This design comes from an exercise in tuning for small area, a short achievable clock period and few clock cycles on the open sky130 flow, not from production work.
The RTL was checked by simulation tests, not by an equivalence proof against the original design.
Power is estimated from default activity; no workload was simulated.

==> flow/design.v (outline; a module is shown in full before it is edited, if it fits) <==
// module dpam_mac: 7415 lines
// module dense_polynomial_add_multiply: 488 lines
module dense_polynomial_add_multiply
 #(
  parameter int MAX_DEGREE = 63
) (
  input  logic                  clk,
  input  logic                  rst,
  input  logic                  cmd_valid,
  output logic                  cmd_ready,
  input  logic [2:0]            cmd_func,
  input  logic [5:0]            cmd_exponent,
  input  logic [31:0]           cmd_coefficient,
  output logic                  result_valid,
  input  logic                  result_ready,
  output logic [5:0]            result_degree_index,
  output logic [31:0]           result_coefficient,
  output logic                  result_is_last,
  output logic [1:0]            result_error_code
);
  // ...
==> flow/run.sh <==
#!/bin/bash
# synth_recipe.tcl (not shown) runs the flow's synth.tcl, then flattens the netlist and writes it again
# the make line also repeats each setting of config.mk as NAME=value (left out here)
make -C /OpenROAD-flow-scripts/flow DESIGN_CONFIG=/design/flow/config.mk WORK_HOME=/design/flow/orfs CLKGATE_MAP_FILE= SYNTH_SCRIPT=/design/flow/synth_recipe.tcl finish
==> flow/config.mk <==
export PLATFORM = sky130hd
export DESIGN_NAME = dense_polynomial_add_multiply
export DESIGN_NICKNAME = dense_polynomial_add_multiply
export VERILOG_FILES = /design/flow/design.v
export SDC_FILE = /design/flow/constraint.sdc
export NUM_CORES = 4
export LEC_CHECK = 0
export CAP_MARGIN = 20
export CORE_MARGIN = 2
export CORE_UTILIZATION = 55
export SETUP_SLACK_MARGIN = 4.7
export SLEW_MARGIN = 20
==> flow/constraint.sdc <==
create_clock -name core_clock -period 8.3 [get_ports {clk}]
set_input_delay 1.6600 -clock core_clock [delete_from_list [all_inputs] [get_ports {clk}]]
set_output_delay 1.6600 -clock core_clock [all_outputs]
set_load 0.01 [all_outputs]
==> impl_metrics.toml, run 1 <==
[worst_setup_path]
reg2regPathDepth = 19
end_kind = "register"
cp_cell_sequence = "buf_12, nor2b_4, ha_4, inv_2, fa_2, xnor2_4, buf_12, o21ai_4, ha_4, a21oi_2, nand2_2, a21o_1, a21o_4, xor2_4, and3_4, nor3_4, buf_6, buf_12, a311oi_1"
setup.worst_path.start_class = "register"
crit_start = "sq_add"
max_stage_delay_ps = 440
critical-path-top-cell-by-count = "buf_12"
r2r_slack_ps = 4400

[cts]
insertion_delay_ps = 1140
cts_resized = 689
clock_sinks = 5566
cts.htree.levels = 6

[yosys]
yosys.area.top_type_share_pct = 59.7
muxShareOfSynthArea_pct = 12.5
synthCells = 16000
synth_fa_ha_area_share_pct = 8.85
synth_edf_count = 5241

[run_status]
outcome = "finished clean"

[pwr]
pwr.group.clock_mw = 26.3
p_leak_nw = 104
swShare_pct = 30.4
power.internal_mw = 54.0

[finish]
clk_share_pct = 6.40
seq_area_share_pct = 54.6
multi_input_cells = 8207
nets = 17700
drive_gt1_share_pct = 21.5

[floorplan]
chipWidth_um = 697
well_tap_count = 6400

[placed_design]
gp_congestion = 0.998

[sta]
grt_setup_unrepaired = "yes"
max_freq_ghz = 0.257

[route]
num_vias = 157000
wl_met1_um = 346000
drc = 0

[global_routing]
use_met3_pct = 10.8
Testbench counts, summed over its fixed seeds: cycles 12,739.
==> module dense_polynomial_add_multiply, before the edit <==
module dense_polynomial_add_multiply
 #(
  parameter int MAX_DEGREE = 63
) (
  input  logic                  clk,
  input  logic                  rst,
  input  logic                  cmd_valid,
  output logic                  cmd_ready,
  input  logic [2:0]            cmd_func,
  input  logic [5:0]            cmd_exponent,
  input  logic [31:0]           cmd_coefficient,
  output logic                  result_valid,
  input  logic                  result_ready,
  output logic [5:0]            result_degree_index,
  output logic [31:0]           result_coefficient,
  output logic                  result_is_last,
  output logic [1:0]            result_error_code
);
  logic [63:0][31:0] a_mem, b_mem;
  logic [63:0]       a_vld, b_vld;
  logic [5:0]        da, db, abase, bbase;
  logic [5:0]        bnew;    
  logic        e_vld;
  logic [5:0]  e_exp;
  logic [31:0] e_coef;
  logic       sq_busy, sq_add, sq_err, sq_first, sq_wb;
  logic [5:0] sq_k, sq_s, sq_hi, sq_tgt, sq_da, sq_db, sq_rbase, sq_pa, sq_pb;
  logic [5:0] nx_lo, nx_hi, nx_pa, nx_pb;    
  logic [5:0] sq_pk2;       
  logic [5:0] sq_kb2;       
  logic [5:0] sq_dbb;       
  logic       d_vld, d_first, d_last, d_lastcmd, d_err, d_add, d_wb;
  logic [5:0] d_k, d_slot;   
  logic [3:0] d_arow [4];
  logic [3:0] d_brow [4];
  logic [1:0] d_bsel;       
  logic [3:0] d_lane;
  logic [3:0] d_one_b;      
  logic [3:0] d_one_a;      
  logic        o_vld, o_first, o_last, o_lastcmd, o_err, o_wb;
  logic [5:0]  o_k, o_slot;
  logic [31:0] o_a  [4];
  logic [47:0] o_bd [4];
  logic       p_vld, p_first, p_last, p_lastcmd, p_err, p_wb;    
  logic [5:0] p_k, p_slot;
  logic       m_vld, m_first, m_last, m_lastcmd, m_err, m_wb;    
  logic [5:0] m_k, m_slot;
  logic       c_vld, c_last, c_lastcmd, c_err, c_wb;             
  logic [5:0] c_k, c_slot;
  logic       w_vld;
  logic [5:0] w_slot;
  logic       clr_pend;     
  logic       clr_d;        
  logic [63:0] am_q, bm_q;  
  logic        out_vld, out_last;
  logic [5:0]  out_idx;
  logic [31:0] out_coef;
  logic [1:0]  out_err;
  logic stall, adv;
  assign stall = out_vld && !result_ready;
  assign adv   = !stall;
  logic       phase, wpend, late_ok, e_exec;
  logic       behind;
  logic       x_clr, x_lda, x_ldb, x_add, x_mul, x_clr_busy;
  logic [5:0] front;
  logic [6:0] prod_deg;
  logic [5:0] abase_nxt, abase_mul;
  assign phase     = sq_busy || d_vld;
  assign front     = d_vld ? d_k : sq_k;
  assign bnew      = bbase - (sq_add ? 6'd0 : sq_da);
  always_ff @(posedge clk) begin
    behind   <= nxt_exp < front;
  end
  assign wpend     = (d_vld && d_wb) || (o_vld && o_wb) || (p_vld && p_wb) ||
                     (m_vld && m_wb) || (c_vld && c_wb) || w_vld;
  assign prod_deg  = {1'b0, da} + {1'b0, db};
  assign late_ok   = sq_tgt >= 6'd8;
  assign abase_mul = abase - db;
  assign abase_nxt = (x_mul && !prod_deg[6]) ? abase_mul : abase;
  logic e_clr, e_lda, e_ldb, e_add, e_mul, e_nop;
  assign e_exec = e_vld && (
                  (e_clr && (!phase || (!clr_pend && !sq_err))) ||
                  (e_lda && !wpend && (!phase || (clr_pend && behind))) ||
                  (e_ldb && (!phase || (clr_pend && behind))) ||
                  ((e_add || e_mul) && !phase && (!wpend || late_ok)) ||
                  e_nop);
  assign x_clr      = e_exec && e_clr;
  assign x_lda      = e_exec && e_lda;
  assign x_ldb      = e_exec && e_ldb;
  assign x_add      = e_exec && e_add;
  assign x_mul      = e_exec && e_mul;
  assign x_clr_busy = x_clr && phase;
  logic        s_vld;
  logic [2:0]  s_func;
  logic [5:0]  s_exp;
  logic [31:0] s_coef;
  logic        take, e_free;
  logic [2:0]  nxt_func;
  logic [5:0]  nxt_exp;
  logic [31:0] nxt_coef;
  assign cmd_ready = !s_vld;
  assign take      = cmd_valid && !s_vld;
  assign e_free    = !e_vld || e_exec;
  assign nxt_func  = s_vld ? s_func : cmd_func;
  assign nxt_exp   = e_free ? (s_vld ? s_exp  : cmd_exponent)    : e_exp;
  assign nxt_coef  = s_vld ? s_coef : cmd_coefficient;
  always_ff @(posedge clk) begin
    if (rst) begin
      e_vld <= 1'b0;
      s_vld <= 1'b0;
    end else if (e_free) begin
      e_vld <= s_vld || take;
      s_vld <= 1'b0;
    end else if (take) begin
      s_vld <= 1'b1;
    end
  end
  always_ff @(posedge clk) begin
    if (take) begin
      s_func <= cmd_func;
      s_exp  <= cmd_exponent;
      s_coef <= cmd_coefficient;
    end
    if (e_free) begin
      e_clr  <= nxt_func == dpam_pkg::FUNC_CLEAR;
      e_lda  <= nxt_func == dpam_pkg::FUNC_LOAD_A;
      e_ldb  <= nxt_func == dpam_pkg::FUNC_LOAD_B;
      e_add  <= nxt_func == dpam_pkg::FUNC_ADD;
      e_mul  <= nxt_func == dpam_pkg::FUNC_MUL;
      e_nop  <= nxt_func > dpam_pkg::FUNC_MUL;
      e_exp  <= nxt_exp;
      e_coef <= nxt_coef;
    end
  end
  always_ff @(posedge clk) begin
    if (rst) begin
      da    <= '0;
      db    <= '0;
      abase <= '0;
      bbase <= '0;
    end else begin
      abase <= abase_nxt;
      if (x_clr_busy) bbase <= bnew;
      if (x_clr) begin
        da <= '0;
        db <= '0;
      end
      if (x_lda && e_exp > da) da <= e_exp;
      if (x_ldb && e_exp > db) db <= e_exp;
      if (x_add && db > da) da <= db;
      if (x_mul && !prod_deg[6]) da <= prod_deg[5:0];
    end
  end
  logic        w_en, rd_adv, leave, ph_end, clr_act;
  logic [5:0]  e_slot, eb_slot, lv_slot, lv_bslot;
  logic [63:0] a_we;
  logic [31:0] a_wd;
  assign w_en    = w_vld && !kill_w;
  assign e_slot  = e_exp + abase;
  assign eb_slot = e_exp + bbase;
  always_comb begin
    for (int w = 0; w < 64; w++) begin
      a_we[w] = (x_lda && e_slot == 6'(w)) || (w_en && w_slot == 6'(w));
    end
  end
  assign a_wd    = x_lda ? e_coef : out_coef;
  assign rd_adv  = d_vld && adv;
  assign clr_act = clr_pend || x_clr_busy;
  assign leave   = rd_adv && d_last && !d_err && clr_act;
  assign ph_end  = rd_adv && d_lastcmd;
  assign lv_slot = d_slot;
  assign lv_bslot = d_k + (x_clr_busy ? bnew : bbase);
  always_ff @(posedge clk) begin
    for (int w = 0; w < 64; w++) begin
      if (a_we[w])                             a_mem[w] <= a_wd;
      if (x_ldb && eb_slot == 6'(w))           b_mem[w] <= e_coef;
    end
  end
  logic [5:0] ahi, bhi;
  logic       awrap, bwrap;
  assign {awrap, ahi} = {1'b0, abase} + {1'b0, front};
  assign {bwrap, bhi} = {1'b0, bnew} + {1'b0, front};
  always_ff @(posedge clk) begin
    for (int w = 0; w < 64; w++) begin
      am_q[w] <= awrap ? (6'(w) >= abase || 6'(w) < ahi) : (6'(w) >= abase && 6'(w) < ahi);
      bm_q[w] <= bwrap ? (6'(w) >= bnew  || 6'(w) < bhi) : (6'(w) >= bnew  && 6'(w) < bhi);
    end
  end
  always_ff @(posedge clk) begin
    if (rst) begin
      clr_pend <= 1'b0;
      clr_d    <= 1'b0;
    end else begin
      clr_d <= x_clr_busy;
      if (ph_end) begin
        clr_pend <= 1'b0;
      end else if (x_clr_busy) begin
        clr_pend <= 1'b1;
      end
    end
  end
  always_ff @(posedge clk) begin
    if (rst || (x_clr && !phase)) begin
      a_vld <= '0;
    end else begin
      for (int w = 0; w < 64; w++) begin
        if (a_we[w]) begin
          a_vld[w] <= 1'b1;
        end else if ((clr_d && am_q[w]) || (leave && lv_slot == 6'(w))) begin
          a_vld[w] <= 1'b0;
        end
      end
    end
  end
  always_ff @(posedge clk) begin
    if (rst || (x_clr && !phase)) begin
      b_vld <= '0;
    end else begin
      for (int w = 0; w < 64; w++) begin
        if (x_ldb && eb_slot == 6'(w)) begin
          b_vld[w] <= 1'b1;
        end else if ((clr_d && bm_q[w]) || (leave && lv_bslot == 6'(w))) begin
          b_vld[w] <= 1'b0;
        end
      end
    end
  end
  logic [5:0] hs;           
  logic       win_last;     
  logic       kdone;        
  logic       issue, gt2;
  logic [5:0] k2, lo2, hi2;
  assign hs       = sq_hi - sq_s;
  assign win_last = sq_add || sq_err || hs < 6'd4;
  assign kdone    = sq_k == sq_tgt;
  assign issue    = sq_busy && adv;
  assign k2       = sq_k + 6'd2;
  assign gt2      = k2 > sq_db;
  assign lo2      = gt2 ? k2 - sq_db : 6'd0;
  assign hi2      = (k2 < sq_da) ? k2 : sq_da;
  always_ff @(posedge clk) begin
    if (rst) begin
      sq_busy <= 1'b0;
    end else if (x_add || x_mul) begin
      sq_busy <= 1'b1;
    end else if (issue && win_last && kdone) begin
      sq_busy <= 1'b0;
    end
  end
  always_ff @(posedge clk) begin
    if (x_add || x_mul) begin
      sq_add   <= e_add;
      sq_err   <= !e_add && prod_deg[6];
      sq_wb    <= e_add || !prod_deg[6];
      sq_first <= 1'b1;
      sq_k     <= '0;
      sq_s     <= '0;
      sq_hi    <= '0;
      sq_rbase <= abase;
      sq_pa    <= abase;
      sq_pk2   <= abase + 6'd2 - (e_add ? 6'd0 : db);
      sq_kb2   <= bbase + 6'd2;
      sq_dbb   <= bbase + (e_add ? 6'd0 : db);
      if (e_add) begin
        sq_tgt <= (db > da) ? db : da;
        sq_da  <= (db > da) ? db : da;
        sq_db  <= '0;
        sq_pb  <= bbase + 6'd1;
        nx_lo  <= 6'd1;
        nx_hi  <= 6'd1;
        nx_pa  <= abase + 6'd1;
        nx_pb  <= bbase + 6'd2;
      end else begin
        sq_tgt <= prod_deg[6] ? 6'd0 : prod_deg[5:0];
        sq_da  <= da;
        sq_db  <= db;
        sq_pb  <= bbase;
        nx_lo  <= (db == 6'd0) ? 6'd1 : 6'd0;
        nx_hi  <= (da == 6'd0) ? 6'd0 : 6'd1;
        nx_pa  <= abase + ((db == 6'd0) ? 6'd1 : 6'd0);
        nx_pb  <= bbase + ((db == 6'd0) ? 6'd0 : 6'd1);
      end
    end else begin
      if (x_clr) sq_wb <= 1'b0;
      if (issue) begin
        if (win_last) begin
          sq_k     <= sq_k + 6'd1;
          sq_s     <= nx_lo;
          sq_hi    <= nx_hi;
          sq_pa    <= nx_pa;
          sq_pb    <= nx_pb;
          sq_first <= 1'b1;
          nx_lo    <= lo2;
          nx_hi    <= hi2;
          nx_pa    <= gt2 ? sq_pk2 : sq_rbase;
          sq_pk2   <= sq_pk2 + 6'd1;
          nx_pb    <= sq_add ? sq_kb2 + 6'd1 : (gt2 ? sq_dbb : sq_kb2);
          sq_kb2   <= sq_kb2 + 6'd1;
        end else begin
          sq_s     <= sq_s + 6'd4;
          sq_pa    <= sq_pa + 6'd4;
          sq_pb    <= sq_pb - 6'd4;
          sq_first <= 1'b0;
        end
      end
    end
  end
  always_ff @(posedge clk) begin
    if (rst) begin
      d_vld <= 1'b0;
    end else if (adv) begin
      d_vld <= sq_busy;
    end
  end
  always_ff @(posedge clk) begin
    if (adv) begin
      for (int b = 0; b < 4; b++) begin
        d_arow[b] <= sq_pa[5:2] + ((2'(b) < sq_pa[1:0]) ? 4'd1 : 4'd0);
        d_brow[b] <= sq_pb[5:2] - ((2'(b) > sq_pb[1:0]) ? 4'd1 : 4'd0);
      end
      for (int l = 0; l < 4; l++) begin
        logic [1:0] u;
        u = 2'(l) - sq_pa[1:0];
        d_lane[l]  <= !sq_err && (sq_add ? (u < 2'd2) : (6'(u) <= hs));
        d_one_b[l] <= sq_add && u == 2'd0;
        d_one_a[l] <= sq_add && u == 2'd1;
      end
      d_bsel    <= sq_pb[1:0] + sq_pa[1:0];
      d_first   <= sq_first;
      d_last    <= win_last;
      d_lastcmd <= win_last && kdone;
      d_err     <= sq_err;
      d_add     <= sq_add;
      d_k       <= sq_k;
      d_slot    <= sq_k + abase;
    end
  end
  logic cur_ph, d_ph, o_ph, p_ph, m_ph, c_ph, w_ph;
  logic kill_o, kill_p, kill_m, kill_c, kill_w;
  assign kill_o = x_clr && (!phase || o_ph == cur_ph);
  assign kill_p = x_clr && (!phase || p_ph == cur_ph);
  assign kill_m = x_clr && (!phase || m_ph == cur_ph);
  assign kill_c = x_clr && (!phase || c_ph == cur_ph);
  assign kill_w = x_clr && (!phase || w_ph == cur_ph);
  always_ff @(posedge clk) begin
    if (rst) begin
      cur_ph <= 1'b0;
    end else if (x_add || x_mul) begin
      cur_ph <= !cur_ph;
    end
  end
  always_ff @(posedge clk) begin
    if (adv) begin
      d_wb <= sq_wb && !x_clr;
      o_wb <= d_wb && !x_clr;
      p_wb <= o_wb && !kill_o;
      m_wb <= p_wb && !kill_p;
      c_wb <= m_wb && !kill_m;
      d_ph <= cur_ph;
      o_ph <= d_ph;
      p_ph <= o_ph;
      m_ph <= p_ph;
      c_ph <= m_ph;
    end else begin
      d_wb <= d_wb && !x_clr;
      o_wb <= o_wb && !kill_o;
      p_wb <= p_wb && !kill_p;
      m_wb <= m_wb && !kill_m;
      c_wb <= c_wb && !kill_c;
    end
    w_ph <= c_ph;
  end
  logic [31:0] ab_d [4];    
  logic        ab_v [4];
  logic [31:0] bb_d [4];    
  logic        bb_v [4];
  logic [31:0] ra [4];      
  logic [31:0] rb [4];
  logic [47:0] rbd [4];     
  always_comb begin
    for (int b = 0; b < 4; b++) begin
      ab_d[b] = a_mem[{d_arow[b], 2'(b)}];
      ab_v[b] = a_vld[{d_arow[b], 2'(b)}];
      bb_d[b] = b_mem[{d_brow[b], 2'(b)}];
      bb_v[b] = b_vld[{d_brow[b], 2'(b)}];
    end
  end
  always_comb begin
    for (int l = 0; l < 4; l++) begin
      logic [1:0] bbk;
      bbk = d_bsel - 2'(l);
      ra[l] = d_one_a[l] ? 32'd1 : (d_lane[l] && ab_v[l]) ? ab_d[l] : 32'd0;
      rb[l] = d_one_b[l] ? 32'd1 : (d_lane[l] && bb_v[bbk]) ? bb_d[bbk] : 32'd0;
    end
    for (int l = 0; l < 4; l++) begin
      for (int r = 0; r < 16; r++) begin
        logic bm1, b0, b1;
        bm1 = (r == 0) ? 1'b0 : rb[l][2*r-1];
        b0  = rb[l][2*r];
        b1  = rb[l][2*r+1];
        rbd[l][3*r]   = b0 ^ bm1;                                 
        rbd[l][3*r+1] = (b1 & ~b0 & ~bm1) | (~b1 & b0 & bm1);    
        rbd[l][3*r+2] = b1;                                       
      end
    end
  end
  always_ff @(posedge clk) begin
    if (rst) begin
      o_vld <= 1'b0;
      p_vld <= 1'b0;
      m_vld <= 1'b0;
      c_vld <= 1'b0;
      w_vld <= 1'b0;
    end else begin
      if (adv) begin
        o_vld <= d_vld;
        p_vld <= o_vld;
        m_vld <= p_vld;
        c_vld <= m_vld;
      end
      w_vld <= adv && c_vld && c_last && c_wb && !kill_c;
    end
  end
  always_ff @(posedge clk) begin
    if (adv) begin
      o_first   <= d_first;
      o_last    <= d_last;
      o_lastcmd <= d_lastcmd;
      o_err     <= d_err;
      o_k       <= d_k;
      o_slot    <= d_slot;
      for (int l = 0; l < 4; l++) begin
        o_a[l]  <= ra[l];
        o_bd[l] <= rbd[l];
      end
      p_first   <= o_first;
      p_last    <= o_last;
      p_lastcmd <= o_lastcmd;
      p_err     <= o_err;
      p_k       <= o_k;
      p_slot    <= o_slot;
      m_first   <= p_first;
      m_last    <= p_last;
      m_lastcmd <= p_lastcmd;
      m_err     <= p_err;
      m_k       <= p_k;
      m_slot    <= p_slot;
      c_last    <= m_last;
      c_lastcmd <= m_lastcmd;
      c_err     <= m_err;
      c_k       <= m_k;
      c_slot    <= m_slot;
    end
    w_slot <= c_slot;
  end
  logic [31:0] sum;
  dpam_mac u_mac (
    .clk    (clk),
    .en     (adv),
    .acc_en (adv && m_vld),
    .first  (m_first),
    .a0     (o_a[0]),  .a1  (o_a[1]),  .a2  (o_a[2]),  .a3  (o_a[3]),
    .bd0    (o_bd[0]), .bd1 (o_bd[1]), .bd2 (o_bd[2]), .bd3 (o_bd[3]),
    .sum    (sum)
  );
  always_ff @(posedge clk) begin
    if (rst) begin
      out_vld <= 1'b0;
    end else if (adv && c_vld && c_last) begin
      out_vld <= 1'b1;
    end else if (result_ready) begin
      out_vld <= 1'b0;
    end
  end
  always_ff @(posedge clk) begin
    if (adv && c_vld && c_last) begin
      out_idx  <= c_k;
      out_coef <= sum;
      out_last <= c_lastcmd;
      out_err  <= c_err ? dpam_pkg::ERR_PRODUCT : dpam_pkg::ERR_NONE;
    end
  end
  assign result_valid        = out_vld;
  assign result_degree_index = out_idx;
  assign result_coefficient  = out_coef;
  assign result_is_last      = out_last;
  assign result_error_code   = out_err;
endmodule
==> run 2, diff against run 1 <==
--- a/flow/design.v
+++ b/flow/design.v
@@ -7476,6 +7476,6 @@
   logic       d_vld, d_first, d_last, d_lastcmd, d_err, d_add, d_wb;
   logic [5:0] d_k, d_slot;   
-  logic [3:0] d_arow [4];
-  logic [3:0] d_brow [4];
+  logic [15:0] d_arow [4];   
+  logic [15:0] d_brow [4];
   logic [1:0] d_bsel;       
   logic [3:0] d_lane;
@@ -7621,12 +7621,20 @@
     end
   end
-  logic [5:0] ahi, bhi;
-  logic       awrap, bwrap;
+  logic [5:0] ahi, bhi, alo_q, ahi_q, blo_q, bhi_q;
+  logic       awrap, bwrap, awrap_q, bwrap_q;
   assign {awrap, ahi} = {1'b0, abase} + {1'b0, front};
   assign {bwrap, bhi} = {1'b0, bnew} + {1'b0, front};
   always_ff @(posedge clk) begin
+    alo_q   <= abase;
+    ahi_q   <= ahi;
+    awrap_q <= awrap;
+    blo_q   <= bnew;
+    bhi_q   <= bhi;
+    bwrap_q <= bwrap;
+  end
+  always_comb begin
     for (int w = 0; w < 64; w++) begin
-      am_q[w] <= awrap ? (6'(w) >= abase || 6'(w) < ahi) : (6'(w) >= abase && 6'(w) < ahi);
-      bm_q[w] <= bwrap ? (6'(w) >= bnew  || 6'(w) < bhi) : (6'(w) >= bnew  && 6'(w) < bhi);
+      am_q[w] = awrap_q ? (6'(w) >= alo_q || 6'(w) < ahi_q) : (6'(w) >= alo_q && 6'(w) < ahi_q);
+      bm_q[w] = bwrap_q ? (6'(w) >= blo_q || 6'(w) < bhi_q) : (6'(w) >= blo_q && 6'(w) < bhi_q);
     end
   end
@@ -7760,6 +7768,6 @@
     if (adv) begin
       for (int b = 0; b < 4; b++) begin
-        d_arow[b] <= sq_pa[5:2] + ((2'(b) < sq_pa[1:0]) ? 4'd1 : 4'd0);
-        d_brow[b] <= sq_pb[5:2] - ((2'(b) > sq_pb[1:0]) ? 4'd1 : 4'd0);
+        d_arow[b] <= 16'(1) << (sq_pa[5:2] + ((2'(b) < sq_pa[1:0]) ? 4'd1 : 4'd0));
+        d_brow[b] <= 16'(1) << (sq_pb[5:2] - ((2'(b) > sq_pb[1:0]) ? 4'd1 : 4'd0));
       end
       for (int l = 0; l < 4; l++) begin
@@ -7824,8 +7832,14 @@
   always_comb begin
     for (int b = 0; b < 4; b++) begin
-      ab_d[b] = a_mem[{d_arow[b], 2'(b)}];
-      ab_v[b] = a_vld[{d_arow[b], 2'(b)}];
-      bb_d[b] = b_mem[{d_brow[b], 2'(b)}];
-      bb_v[b] = b_vld[{d_brow[b], 2'(b)}];
+      ab_d[b] = '0;
+      ab_v[b] = 1'b0;
+      bb_d[b] = '0;
+      bb_v[b] = 1'b0;
+      for (int r = 0; r < 16; r++) begin
+        ab_d[b] = ab_d[b] | (a_mem[4*r+b] & {32{d_arow[b][r]}});
+        ab_v[b] = ab_v[b] | (a_vld[4*r+b] & d_arow[b][r]);
+        bb_d[b] = bb_d[b] | (b_mem[4*r+b] & {32{d_brow[b][r]}});
+        bb_v[b] = bb_v[b] | (b_vld[4*r+b] & d_brow[b][r]);
+      end
     end
   end
--- a/flow/config.mk
+++ b/flow/config.mk
@@ -11,2 +11,3 @@
 export SETUP_SLACK_MARGIN = 4.7
 export SLEW_MARGIN = 20
+export TNS_END_PERCENT = 5
==> impl_metrics.toml, run 2 <==
[run_status]
outcome = "finished clean"

[yosys]
synthArstFlopShare_pct = 0
muxShareOfSynthArea_pct = 1.76
synth.yosys.seq_area_share_pct = 64.2
synth-xor-area-share_pct = 4.80
synth_area_leaders = "edfxtp_1 (62%), fa_1 (7.7%), a22oi_1 (4.0%)"
synth_fa_ha_area_share_pct = 9.02
synth_area_leader_cell = "edfxtp_1"
synth_top_family_by_area = "compound AO/OA/AOI/OAI gates"
ys_warn_count = 24
ys.flop_type = "edfxtp_1"
syn_area_um2 = 257000
synthTopCellsByCount = "edfxtp_1 (5337), a22oi_1 (1374), inv_1 (1053)"
syn_nets = 18400
avgSynthCellArea_um2 = 15.0
synth_compound_area_share_pct = 13.1
synth-simple-area-share_pct = 3.70
synth_edf_count = 5337
synth-seq-cells = 5560
synth_cell_types = 96
yosysMostFrequentCell = "edfxtp_1"
yosys.area.top_type_share_pct = 62.4
synthCells = 17200

[finish]
multi_input_area_um2 = 85800
top_regs = "a_mem: 2048 flops, b_mem: 2048 flops, o_bd: 192 flops"
fin_area_um2 = 288000
fin_util_pct = 62.1
area_growth_pct = 12.3
mostFrequentLayoutCells = "edfxtp_1 (5337), a22oi_1 (1372), inv_1 (1018), fa_1 (989), a221oi_1 (900)"
nets = 18600
fill_cells = 34800
register_area_um2 = 165000
final_common_cell = "edfxtp_1"
drive_gt1_share_pct = 11.8

[worst_setup_path]
max_stage_delay_ps = 1190
r2r_slack_ps = 4370
crit_type = "reg2reg"
path_delay_family = "adder cells"
cp_cell_sequence = "a22oi_1, xor2_1, fa_1, inv_1, fa_1, fa_1"
crit_cells = 6
cpMaxStageDelayCell = "edfxtp_1"
reg2regPathDepth = 6
setup.worst_path.start_class = "register"
end_kind = "register"
crit_fanout = 16
critical-path-top-cell-by-count = "fa_1"
crit_buf_inv = 1
crit_required_ps = 9120
crit_arrival_ps = 4750

[route]
ant_nets = 0
wirelength_um = 951000
wl_per_cell_um = 39.6
drc = 0
num_vias = 167000
drt_iter0_markers = 27700
drt-pass1-iter-count = 6
routed_via_density = 6.96

[cts]
cts_buffer_depth = 4
cts_hold_buf = 0
numCtsBuffers = 585
path_clk_slew_ps = 60
tritoncts = "built"
cts_root_buf = "clkbuf_16"
clock_sinks = 5560
cts.htree.levels = 6
insertion_delay_ps = 1130

[floorplan]
io-pin-count = 88
coreArea_um2 = 464000
die_h_um = 687
dieArea_um2 = 472000
chipWidth_um = 687
start_util_pct = 55.3
rows = 250

[sta]
hold_viol_final = 0
min_period_ps = 3930
worst_pin_slew_ps = 1270
min_period_over_period_pct = 47.4
max_freq_ghz = 0.254
grt_setup_unrepaired = "yes"
hold_ws_ps = 340
finClkSkew_ps = 69.0
tns_ps = 0
drv_slew = 0
slew_headroom_pct = 12.7
setup_viol = 0

[placed_design]
placed_cell_area_um2 = 267000
hpwl_um = 605000
gp_congestion = 1.02
portBuffers = 86

[global_routing]
use_met1_pct = 57.2
grt_pass1_wl_um = 1300000
grt_antenna_before_repair = 90
grt_pass1_vias = 158000
grt_max_degree = 154
grt.total_usage_pct = 39.7
grt_use_met2_pct = 56.4
use_met3_pct = 13.4
overflow = 0
top_usage_layer = "met1"

[pwr]
totalPowerFinal_mw = 68.7
power_frac_comb_pct = 16.1
powerDensity_nw_per_um2 = 238
p_leak_nw = 99.6
pwr-share-seq_pct = 46.4
vdd_ir_drop_max_mv = 0.341
power.internal_mw = 49.0
pwr-share-clk_pct = 37.5
power.switching_mw = 19.7
swShare_pct = 28.7

[hold_path]
holdCritPathClass = "reg2reg"
whs_path_depth = 0

[flow_run]
maxCapViolCount = 0
==> run 2: cell count changes in the layout (fill, tap and decap cells not counted), moves of 144 or more <==
cell / delta
a22o_1: +891
and3_1: +144
a22oi_1: +285
mux4_2: -1278
a221oi_1: +900
nand2_1: -316
==> run 2: worst register-to-register path: stages, from the launching register on <==
cell      delay (ps)
edfxtp_1        1190
a22oi_1          280
xor2_1           240
fa_1             530
inv_1             60
fa_1             500
fa_1             840
==> run 2: worst paths after layout <==
path / start / endpoint
setup / recovery: o_bd[1][24] / u_mac.q1_18_9
hold / removal: c_slot[0] / w_slot[0]
setup reg to reg: o_bd[1][24] / u_mac.q1_18_9
hold reg to reg: c_slot[0] / w_slot[0]
==> run 2: cell families (layout without fill, tap and decap cells) <==
| group | after synthesis | count (layout) |
|---|---|---|
| fa+ha+maj | 1267 | 1267 |
| xor+xnor | 1404 | 1404 |
| mux | 427 | 427 |
| simple gates | 1864 | 1865 |
| flops | 5560 | 5560 |
| other cells | 1 | 35 |
| compound gates | 4321 | 4321 |
| buf+inv | 2312 | 2938 |
==> run 2: area by class of cell <==
class / count / share of cell area (%)
Antenna cell: 34 / 0.0295
Clock buffer: 734 / 5.35
Clock inverter: 329 / 1.09
Inverter: 1060 / 1.43
Multi-Input combinational cell: 9285 / 29.8
Sequential cell: 5560 / 57.1
Tap cell: 6174 / 2.68
Timing Repair Buffer: 814 / 2.49
Timing Repair inverter: 1 / 0.00391
==> run 2: per-layer routing <==
layer / share of wire [%] / vias up / wire length [um]
met1: 39 / 86900 / 372000
met5: 0.067 / - / 639
li1: - / 66300 / -
met2: 42 / 11800 / 399000
met4: 4.5 / 54 / 42600
met3: 14 / 1975 / 136000
==> run 2: timing repair <==
item	CTS	global route
endpoints found under the setup margin	7145	6009
buffers inserted	82	37
resized for setup	255	185
cloned	3	3
pin swaps	48	19
==> run 2: power groups by stage <==
stage               clock, mW  combinational, mW  sequential, mW
floorplan                   0               5.48            32.3
global placement            0               10.0            32.5
detailed placement          0               10.1            32.5
CTS                      25.9               10.4            31.9
global route             26.9               11.4            31.9
finish                   25.7               11.1            31.9
==> run 2: through the flow <==
stage          std cells  setup slack [ps]
3_5_place_dp       22800              2450
6_report           24000              4370
4_1_cts            23900              4360
3_3_place_gp       22800              2410
2_1_floorplan      17200              3560
5_1_grt            24000              4420
Testbench counts of run 2, summed over its fixed seeds: cycles 12,739.

[what the ideal ports hide]
The flow's constraints put no driver on any port. The routed layouts listed below were extracted and timed again, unchanged, in two steps. Step 1 (the two cells are an assumption about what drives the block):
set clk [get_ports {clk}]
set_driving_cell -lib_cell sky130_fd_sc_hd__clkbuf_16 $clk
set_driving_cell -lib_cell sky130_fd_sc_hd__buf_2 [delete_from_list [all_inputs] $clk]
Step 2 also shifts input and output timing later by t, the mid clock arrival at the registers, as if the neighbouring blocks saw the same clock. a / b / c = no drivers / after step 1 / after step 2; a / b = the first two.
run	t (ns)	setup slack, ns	cell pins on the clock port's net
run 1	1.194	4.405 / 4.405 / 3.530	1
run 2	1.221	4.369 / 4.323 / 3.453	1
After both steps every run listed still meets setup and hold. For run 2, which loses most, drivers alone change the setup slack by -0.046 ns; drivers and shift together by -0.916 ns.
